What follows belongs to an exercise in optimizing a design on an open flow for small area; a production flow would make more cautious choices.
In this exercise RTL edits were held to simulation tests only and were not proved equivalent to the original.
No activity file was given, so power comes from the tool's default toggle rates.

Setup of old:
==> flow/design.v <==
package dprio_c3gxb_pkg;
  typedef enum logic [1:0] {
    IDLE,
    ADDR_FRAME,
    DATA_FRAME,
    COMPLETE
  } state_t;
  localparam logic [7:0] WIN_BASE   = 8'hC0;
  localparam logic [3:0] REG_C01    = 4'd1;
  localparam logic [3:0] REG_C02    = 4'd2;
  localparam int         CAL_MSB    = 10;
  localparam int         CAL_LSB    = 3;
  localparam int         CAL_EN_BIT = 6;
  function automatic int ch_width(input int n);
    ch_width = (n > 1) ? $clog2(n) : 1;
  endfunction
endpackage
module dprio_resp_regbank (
  input  logic        clock,
  input  logic        reset,
  input  logic        wr_en,       
  input  logic [1:0]  wr_bank,
  input  logic [4:0]  wr_slot,
  input  logic [15:0] wr_data,
  output logic [4:0]  slot,        
  output logic [63:0] loop_in      
);
  logic         clearing, wr_slot_now;
  logic [15:0]  new_word;
  logic [3:0]   replace;
  logic [511:0] sr0, sr1, sr2, sr3;
  always_ff @(posedge clock) begin
    if (reset) begin
      slot     <= '0;
      clearing <= 1'b1;
    end else begin
      slot     <= {slot[3:0], slot[4] ^ slot[2] ^ (slot[3:0] == 4'd0)};
      if (slot == 5'd16) clearing <= 1'b0;    
    end
  end
  assign wr_slot_now = wr_en && (slot == wr_slot);
  assign new_word    = clearing ? ((slot[3:0] == 4'd2) ? 16'h0004 : 16'h0000) : wr_data;
  always_comb begin
    for (int b = 0; b < 4; b++)
      replace[b] = clearing || (wr_slot_now && wr_bank == 2'(b));
  end
  assign loop_in[15:0]  = replace[0] ? new_word : sr0[511:496];
  assign loop_in[31:16] = replace[1] ? new_word : sr1[511:496];
  assign loop_in[47:32] = replace[2] ? new_word : sr2[511:496];
  assign loop_in[63:48] = replace[3] ? new_word : sr3[511:496];
  always_ff @(posedge clock) begin
    sr0 <= {sr0[495:0], loop_in[15:0]};
    sr1 <= {sr1[495:0], loop_in[31:16]};
    sr2 <= {sr2[495:0], loop_in[47:32]};
    sr3 <= {sr3[495:0], loop_in[63:48]};
  end
endmodule
import dprio_c3gxb_pkg::*;
module dprio_resp_c3gxb (
  input  logic        clock,
  input  logic        reset,
  input  logic [15:0] dprio_addr,
  input  logic [8:0]  quad_addr,
  input  logic [15:0] dprio_wrdata,
  input  logic        dprio_wren,
  input  logic        dprio_rden,
  input  logic        retain_addr,
  output logic        dprio_busy,
  output logic [15:0] dprio_rddata,
  output logic        protocol_err,
  output logic [7:0]  testbuses
);
  localparam logic [6:0] T_ADDR_FIRST = 7'd1;
  localparam logic [6:0] T_ADDR_LAST  = 7'd44;
  localparam logic [6:0] T_DATA_FIRST = 7'd89;
  localparam logic [6:0] T_DATA_LAST  = 7'd19;
  localparam logic [6:0] T_COMPLETE   = 7'd38;
  localparam logic [6:0] T_AFTER      = 7'd77;
  logic [6:0]  tcnt;
  logic        idle, complete, req, retain_ok, in_hit;
  logic        cur_hit, cur_write, last_valid;
  logic [2:0]  cur_ch;
  logic [3:0]  cur_idx;
  logic [15:0] cur_data;           
  logic        cal_wr;
  logic [7:0]  cal_en, cal_ge;
  logic [4:0]  slot;
  logic [63:0] loop_in;
  logic        fetch;
  assign idle       = (tcnt == 7'd0) || (tcnt == T_AFTER);
  assign cal_wr     = (tcnt == T_AFTER) && cur_write && cur_hit;
  assign complete   = (tcnt == T_COMPLETE);
  assign req        = dprio_wren | dprio_rden;
  assign retain_ok  = dprio_wren & retain_addr & last_valid;
  assign dprio_busy = !idle && !complete;
  assign in_hit     = (dprio_addr[15:14] == 2'b00) && !quad_addr[8] &&
                      (dprio_addr[11:4] == WIN_BASE) && (quad_addr[7:1] == 7'd0);
  always_ff @(posedge clock) begin
    if (reset)          tcnt <= 7'd0;
    else if (idle)      tcnt <= !req ? 7'd0 : retain_ok ? T_DATA_FIRST : T_ADDR_FIRST;
    else                tcnt <= {tcnt[5:0], tcnt[6] ^ tcnt[5]};
  end
  assign fetch = dprio_busy && !cur_write && (slot == {cur_ch[0], cur_idx});
  always_ff @(posedge clock) begin
    if (reset) begin
      last_valid   <= 1'b0;
      cur_write    <= 1'b0;
      dprio_rddata <= '0;
      protocol_err <= 1'b0;
    end else begin
      protocol_err <= idle ? (dprio_wren && (dprio_rden || (retain_addr && !last_valid))) : req;
      if (idle && req) cur_write <= dprio_wren;
      if (tcnt == T_ADDR_LAST) last_valid <= 1'b1;
      if (tcnt == T_DATA_LAST && !cur_write)
        dprio_rddata <= cur_hit ? cur_data : 16'h0000;
    end
  end
  always_ff @(posedge clock) begin
    if (idle && req) begin
      cur_data <= dprio_wrdata;
      if (!retain_ok) begin
        cur_hit <= in_hit;
        cur_ch  <= {quad_addr[0], dprio_addr[13:12]};
        cur_idx <= dprio_addr[3:0];
      end
    end else if (fetch) begin
      cur_data <= loop_in[16*cur_ch[2:1] +: 16];
    end
  end
  always_ff @(posedge clock) begin
    if (reset) begin
      cal_en <= '0;
      cal_ge <= '0;
    end else if (cal_wr) begin
      if (cur_idx == REG_C01) cal_ge[cur_ch] <= (cur_data[CAL_MSB:CAL_LSB] >= 8'h30);
      if (cur_idx == REG_C02) cal_en[cur_ch] <= cur_data[CAL_EN_BIT];
    end
  end
  assign testbuses = cal_en & cal_ge;
  dprio_resp_regbank u_regbank (
    .clock   (clock),
    .reset   (reset),
    .wr_en   (cur_write && cur_hit),
    .wr_bank (cur_ch[2:1]),
    .wr_slot ({cur_ch[0], cur_idx}),
    .wr_data (cur_data),
    .slot    (slot),
    .loop_in (loop_in)
  );
endmodule
module dprio_resp_top (
  input  logic        clock,
  input  logic        reset,
  input  logic [15:0] dprio_addr,
  input  logic [8:0]  quad_addr,
  input  logic [15:0] dprio_wrdata,
  input  logic        dprio_wren,
  input  logic        dprio_rden,
  input  logic        retain_addr,
  output logic        dprio_busy,
  output logic [15:0] dprio_rddata,
  output logic        protocol_err,
  output logic [7:0]  testbuses
);
  dprio_resp_c3gxb u_resp (
    .clock        (clock),
    .reset        (reset),
    .dprio_addr   (dprio_addr),
    .quad_addr    (quad_addr),
    .dprio_wrdata (dprio_wrdata),
    .dprio_wren   (dprio_wren),
    .dprio_rden   (dprio_rden),
    .retain_addr  (retain_addr),
    .dprio_busy   (dprio_busy),
    .dprio_rddata (dprio_rddata),
    .protocol_err (protocol_err),
    .testbuses    (testbuses)
  );
endmodule
clock: 8.0 ns
lec_check: 0
cap_margin: 20
core_margin: 2
core_utilization: 40
cts_buf_list: sky130_fd_sc_hd__clkbuf_8
cts_cluster_diameter: 50
cts_cluster_size: 20
slew_margin: 20
standard.sh (not shown) runs the stock make flow with config.mk's settings and CLKGATE_MAP_FILE= SYNTH_SCRIPT=/design/flow/synth_recipe.tcl, a recipe that flattens the netlist after the stock synthesis.
==> flow/flow/run.sh <==
#!/bin/bash
set -euo pipefail
here=$(pwd)
export BUFFER_PORTS_ARGS="-buffer_cell sky130_fd_sc_hd__buf_1"
export CTS_ARGS="-sink_clustering_enable -repair_clock_nets -buf_list sky130_fd_sc_hd__clkbuf_8 -sink_clustering_size 22 -sink_clustering_max_diameter 50 -dont_use_dummy_load"
rm -rf "$here/synth_scripts"
cp -r "$FLOW_HOME/scripts" "$here/synth_scripts"
cp "$here/flow/abc_area_map.script" "$here/synth_scripts/abc_speed.script"
bash standard.sh SCRIPTS_DIR="$here/synth_scripts" synth > synth.log 2>&1
bash standard.sh > standard.log 2>&1
==> flow/flow/abc_area_map.script <==
strash
dc2
dch -f
map -a
strash
dc2
dch -f
map -a
strash
dch -f
map -a
topo
stime -c
Input changes introduced in new (baseline for comparison: old):
--- a/flow/design.v
+++ b/flow/design.v
@@ -83,8 +83,8 @@
   logic [3:0]  cur_idx;
   logic [15:0] cur_data;           
-  logic        cal_wr;
-  logic [7:0]  cal_en, cal_ge;
+  logic        cal_wr, other_fetch, other_cal;
   logic [4:0]  slot;
   logic [63:0] loop_in;
+  logic [15:0] rd_word;
   logic        fetch;
   assign idle       = (tcnt == 7'd0) || (tcnt == T_AFTER);
@@ -101,5 +101,6 @@
     else                tcnt <= {tcnt[5:0], tcnt[6] ^ tcnt[5]};
   end
-  assign fetch = dprio_busy && !cur_write && (slot == {cur_ch[0], cur_idx});
+  assign rd_word = loop_in[16*cur_ch[2:1] +: 16];
+  assign fetch   = dprio_busy && !cur_write && (slot == {cur_ch[0], cur_idx});
   always_ff @(posedge clock) begin
     if (reset) begin
@@ -125,17 +126,22 @@
       end
     end else if (fetch) begin
-      cur_data <= loop_in[16*cur_ch[2:1] +: 16];
+      cur_data <= rd_word;
     end
+  end
+  assign other_fetch = !idle && cur_write && (slot == {cur_ch[0], cur_idx[3:2], cur_idx[0], cur_idx[1]});
+  always_ff @(posedge clock) begin
+    if (other_fetch)
+      other_cal <= cur_idx[0] ? rd_word[CAL_EN_BIT] : (rd_word[CAL_MSB:CAL_LSB] >= 8'h30);
   end
   always_ff @(posedge clock) begin
     if (reset) begin
-      cal_en <= '0;
-      cal_ge <= '0;
+      testbuses <= '0;
     end else if (cal_wr) begin
-      if (cur_idx == REG_C01) cal_ge[cur_ch] <= (cur_data[CAL_MSB:CAL_LSB] >= 8'h30);
-      if (cur_idx == REG_C02) cal_en[cur_ch] <= cur_data[CAL_EN_BIT];
+      if (cur_idx == REG_C01)
+        testbuses[cur_ch] <= (cur_data[CAL_MSB:CAL_LSB] >= 8'h30) && other_cal;
+      if (cur_idx == REG_C02)
+        testbuses[cur_ch] <= cur_data[CAL_EN_BIT] && other_cal;
     end
   end
-  assign testbuses = cal_en & cal_ge;
   dprio_resp_regbank u_regbank (
     .clock   (clock),
--- outcome ---
Sort new and old by largest net degree at the start of global routing, descending, and old comes first.
Worst setup slack for new is higher than for old.
old has a higher routed wire length than new.
Per the comparison of new with old, synthesized cell count saw a decrease; timing-limited maximum frequency up about 5%; finished layout cell area held; clock network fraction of design power climbed 0.9 points; final-layout worst hold slack shows an increase of 0.020 ns.
new reports its launching instance or port of the critical path as u_resp.tcnt[5]$_SDFF_PP0_ while old reports u_resp.tcnt[3]$_SDFF_PP0_.

==> separate check: timing with driven ports <==
In the flow no input, the clock included, has a driving cell. The finished layouts below were timed again as built, in two steps.
Step 1 (the two cells are an assumption about what drives the block):
set clk [get_ports {clock}]
set_driving_cell -lib_cell sky130_fd_sc_hd__clkbuf_16 $clk
set_driving_cell -lib_cell sky130_fd_sc_hd__buf_2 [delete_from_list [all_inputs] $clk]
Step 2 also shifts input and output timing later by t, the mid clock arrival at the registers, as if the neighbouring blocks saw the same clock.
a / b / c = ideal ports / drivers / drivers and shift; a / b = the first two.
run	shift t [ns]	setup slack, ns	hold WS [ns]	cell pins on the clock port's net
old	0.784	4.165 / 4.100 / 3.679	0.216 / 0.216 / 0.216	1
new	0.831	4.358 / 4.293 / 3.697	0.236 / 0.236 / 0.236	1
After both steps every run listed still meets setup and hold. The setup slack of new, which loses most, moves by -0.065 ns with the drivers and by -0.661 ns with both steps.
